This is an optimization exercise on Yosys and OpenROAD, whose aim is small area, a short achievable clock period and few clock cycles per item, not a production implementation. Function was checked by simulation only, so behaviour that the tests miss may differ from the original. Power is estimated from default activity; no workload was simulated.

// exclusion_process_hop_step_unit
module exclusion_process_hop_step_unit #(
    parameter int SITES     = 64,
    parameter int PARTICLES = 16
) (
    input  wire logic              i_clk,
    input  wire logic              i_rst_n,
    input  wire logic              i_cfg_we,
    input  wire logic              i_cfg_index,
    input  wire logic [RATE_W-1:0] i_cfg_data,
    input  wire logic              i_in_valid,
    output logic                   o_in_stall,
    input  wire logic              i_cmd,
    input  wire logic [PICK_W-1:0] i_pick,
    output logic                   o_out_valid,
    input  wire logic              i_out_stall,
    output logic [MOVER_W-1:0]     o_mover,
    output logic                   o_went_right,
    output logic [LAND_W-1:0]      o_landing_site,
    output logic [SUM_W-1:0]       o_rate_sum,
    output logic                   o_stuck
);
For scale: roughly 5,900 cells after synthesis, about 74 I/O pins, ~42,000 sq um of cells after synthesis.
Settings: LEC_CHECK=0, ABC_AREA=1, CAP_MARGIN=20, CORE_MARGIN=2, CORE_UTILIZATION=50, CTS_BUF_LIST=sky130_fd_sc_hd__clkbuf_8, PLACE_DENSITY=0.7, SETUP_SLACK_MARGIN=1.7, SLEW_MARGIN=20, SYNTH_HIERARCHICAL=1, SYNTH_MINIMUM_KEEP_SIZE=0; clock period 8.0 ns.
run.sh (not shown) runs the stock make flow with config.mk's settings and CLKGATE_MAP_FILE= SYNTH_SCRIPT=/design/flow/synth_recipe.tcl, a recipe that flattens the netlist after the stock synthesis.
Testbench counts at the start, summed over its fixed seeds: cycles 17,867, items 8,982.
Then changed:
--- a/flow/config.mk
+++ b/flow/config.mk
@@ -12,5 +12,5 @@
 export CTS_BUF_LIST = sky130_fd_sc_hd__clkbuf_8
 export PLACE_DENSITY = 0.7
-export SETUP_SLACK_MARGIN = 1.7
+export SETUP_SLACK_MARGIN = 0.6
 export SLEW_MARGIN = 20
 export SYNTH_HIERARCHICAL = 1
Maximum frequency fell by 13%.
Design area fell by 1.9%.
Worst hold slack barely changes.
Register-to-register slack is worse by 0.89 ns.
Setup slack is worse by 0.89 ns.
Critical path depth is unchanged.
Then changed:
--- a/flow/config.mk
+++ b/flow/config.mk
@@ -12,5 +12,5 @@
 export CTS_BUF_LIST = sky130_fd_sc_hd__clkbuf_8
 export PLACE_DENSITY = 0.7
-export SETUP_SLACK_MARGIN = 0.6
+export SETUP_SLACK_MARGIN = 2.2
 export SLEW_MARGIN = 20
 export SYNTH_HIERARCHICAL = 1
=> Critical path depth rose by 12; register-to-register slack gets better by 1.2 ns; wire length rose by a few percent; power rose by about a fifth; synthesized area stays the same; synthesized cell count does not change; worst setup slack gets better by 1.2 ns; clock skew fell by 0.0046 ns; clock power fell by a few percent; global-route usage rose by 0.62 points.


Another version of the RTL of exclusion_process_hop_step_unit (not shown whole).
Size in the first run: ~290 flip-flops.
==> flow/config.mk <==
export PLATFORM = sky130hd
export DESIGN_NAME = exclusion_process_hop_step_unit
export DESIGN_NICKNAME = exclusion_process_hop_step_unit
export VERILOG_FILES = /design/flow/design.v
export SDC_FILE = /design/flow/constraint.sdc
export NUM_CORES = 4
export LEC_CHECK = 0
export ABC_AREA = 1
export CAP_MARGIN = 20
export CORE_MARGIN = 2
export CORE_UTILIZATION = 40
export PLACE_DENSITY = 0.6
export SLEW_MARGIN = 20
==> flow/constraint.sdc <==
create_clock -name core_clock -period 8.0 [get_ports {i_clk}]
set_input_delay 1.6000 -clock core_clock [delete_from_list [all_inputs] [get_ports {i_clk}]]
set_output_delay 1.6000 -clock core_clock [all_outputs]
set_load 0.01 [all_outputs]
Testbench counts at the start, summed over its fixed seeds: cycles 17,867, items 8,982.
Then changed:
SYNTH_HIERARCHICAL = 1   (was not set)
SYNTH_MINIMUM_KEEP_SIZE = 0   (was not set)
Result:
- cell area falls slightly
- sequential power falls by a few percent
- clock skew rises by 0.021 ns
- core utilization rises by 0.31 points
- critical path depth is unchanged
- non-clock buffer count falls by 9
- wire length rises slightly
- worst setup slack is better by 0.044 ns
- via count is about the same
- clock power rises by about a fifth


## run A
RTL: one of the versions met above, not the one the previous note started from.
==> flow/config.mk <==
export PLATFORM = sky130hd
export DESIGN_NAME = exclusion_process_hop_step_unit
export DESIGN_NICKNAME = exclusion_process_hop_step_unit
export VERILOG_FILES = /design/flow/design.v
export SDC_FILE = /design/flow/constraint.sdc
export NUM_CORES = 4
export LEC_CHECK = 0
export ABC_AREA = 1
export CAP_MARGIN = 20
export CORE_MARGIN = 2
export CORE_UTILIZATION = 60
export CTS_BUF_LIST = sky130_fd_sc_hd__clkbuf_8
export PLACE_DENSITY = 0.75
export SETUP_SLACK_MARGIN = 2.0
export SLEW_MARGIN = 20
export SYNTH_HIERARCHICAL = 1
export SYNTH_MINIMUM_KEEP_SIZE = 0
==> flow/constraint.sdc <==
create_clock -name core_clock -period 8.0 [get_ports {i_clk}]
set_input_delay 1.6000 -clock core_clock [delete_from_list [all_inputs] [get_ports {i_clk}]]
set_output_delay 1.6000 -clock core_clock [all_outputs]
set_load 0.01 [all_outputs]
Looking at the reports, run A completed the entire flow and the layout it produced met the timing, DRC and antenna checks.
Testbench counts of run A, summed over its fixed seeds: cycles 17,867, items 8,982.
For run B, these inputs were changed with respect to run A:
- a deleted SETUP_SLACK_MARGIN that had been 2.0
- a change of CORE_UTILIZATION from 60 to 40
- a deleted CTS_BUF_LIST that had been sky130_fd_sc_hd__clkbuf_8
- a change of PLACE_DENSITY from 0.75 to 0.6
==> comparison <==
In run B the critical path depth turned out 14 lower than in run A. Total design power improves in run B relative to run A. Diff run A -> run B | power share of the clock group | increase of 1.8 points. Comparing run B with run A, the total number of multi-input combinational cells came out essentially unchanged.
Edits applied to the flow inputs when going from run B to run C:
- swapping 0.6 for 0.7 in PLACE_DENSITY
- swapping 40 for 50 in CORE_UTILIZATION
- putting CTS_BUF_LIST at sky130_fd_sc_hd__clkbuf_8 where nothing was set
- putting SETUP_SLACK_MARGIN at 2.8 where nothing was set
### Flow results
First-pass GRT wire length on run C is behind run B.
In the tables for run B and run C, final-layout clock buffer total reads higher with run C.
| power | run C vs run B | 38% higher |
The die of run C is smaller than the one used in run B.
diff inputs: run C => run D
- SETUP_SLACK_MARGIN changed from 2.8 to 1.2
Notes after the runs:
- Relative to run C, clock share of power increased by 3.5 points in run D.
- The final layout net count reported for run D is smaller than that of run C by 276.
- Compare run D and run C | shortest period the worst path allows lower: run C
- Compared to run C, run D has length of routed wiring on met1 4.1% lower.
- Run D vs. run C: worst slew slack as a fraction of its limit fell by 7.9 points, fraction of power spent switching nets grew by 3.9 points, number of flip-flops and latches flat, clock buffer count in the final layout increased 19%, hold slack barely changed.
- The total power in run C is 1.4 times that in run D.
- The top metal layer carrying routed signals comes out met5 in one run and met4 in the other, namely in run C and run D respectively.
diff inputs: run D => run E
- SETUP_SLACK_MARGIN no longer set, was 1.2
--- outcome ---
Run E went all the way through the flow, and no timing, DRC or antenna check failed. Run E vs run D — final critical path time including I/O delays and setup rose 540 ps. Compared with run D, run E is more frugal on power. There was hardly any difference in wire length between run D and run E. Cell depth of the worst flop-to-flop path for run E: 1 down relative to run D. Status: worst slack after detailed placement parity (run E, run D).

## what the ideal ports hide
Ports are ideal in the flow. The routed layouts listed here were re-timed in OpenROAD.
Step 1, drivers: a clkbuf_16 drives i_clk and a buf_2 each remaining input, both assumed.
Step 2 adds t to the input delays and takes it off the output delays; t is the mean of the earliest and latest rising clock arrival at the registers after step 1. Input paths then give back, and output paths get back, about the clock's delay inside the block.
Slacks: ideal / step 1 / step 2; pairs: ideal / step 1.
run | t (ns) | setup slack, ns | clock arrival spread, ns | worst slew at a driven data input, ns | pins driven straight from the clock port
the first run of note 1 | 0.772 | 1.840 / 1.840 / 1.635 | 0.061 / 0.060 | 0.06 | 1
the second run of note 1 | 0.768 | 0.954 / 0.954 / 0.954 | 0.058 / 0.059 | 0.06 | 1
the third run of note 1 | 0.765 | 2.140 / 2.140 / 2.122 | 0.054 / 0.054 | 0.05 | 1
the first run of note 2 | 0.637 | 0.624 / 0.624 / 0.624 | 0.037 / 0.037 | 0.08 | 1
the second run of note 2 | 0.668 | 0.668 / 0.668 / 0.668 | 0.058 / 0.058 | 0.08 | 1
run A | 0.740 | 1.956 / 1.956 / 1.830 | 0.054 / 0.053 | 0.05 | 1
run B | 0.683 | 0.966 / 0.966 / 0.966 | 0.051 / 0.051 | 0.07 | 1
run C | 0.741 | 2.116 / 2.116 / 2.116 | 0.070 / 0.070 | 0.14 | 1
run D | 0.764 | 1.492 / 1.492 / 1.492 | 0.058 / 0.059 | 0.06 | 1
run E | 0.768 | 0.954 / 0.954 / 0.954 | 0.058 / 0.059 | 0.06 | 1
After both steps setup and hold are still met in every run listed. The setup slack of the first run of note 1, which loses most, moves by 0.000 ns with the drivers and by -0.205 ns with both steps.
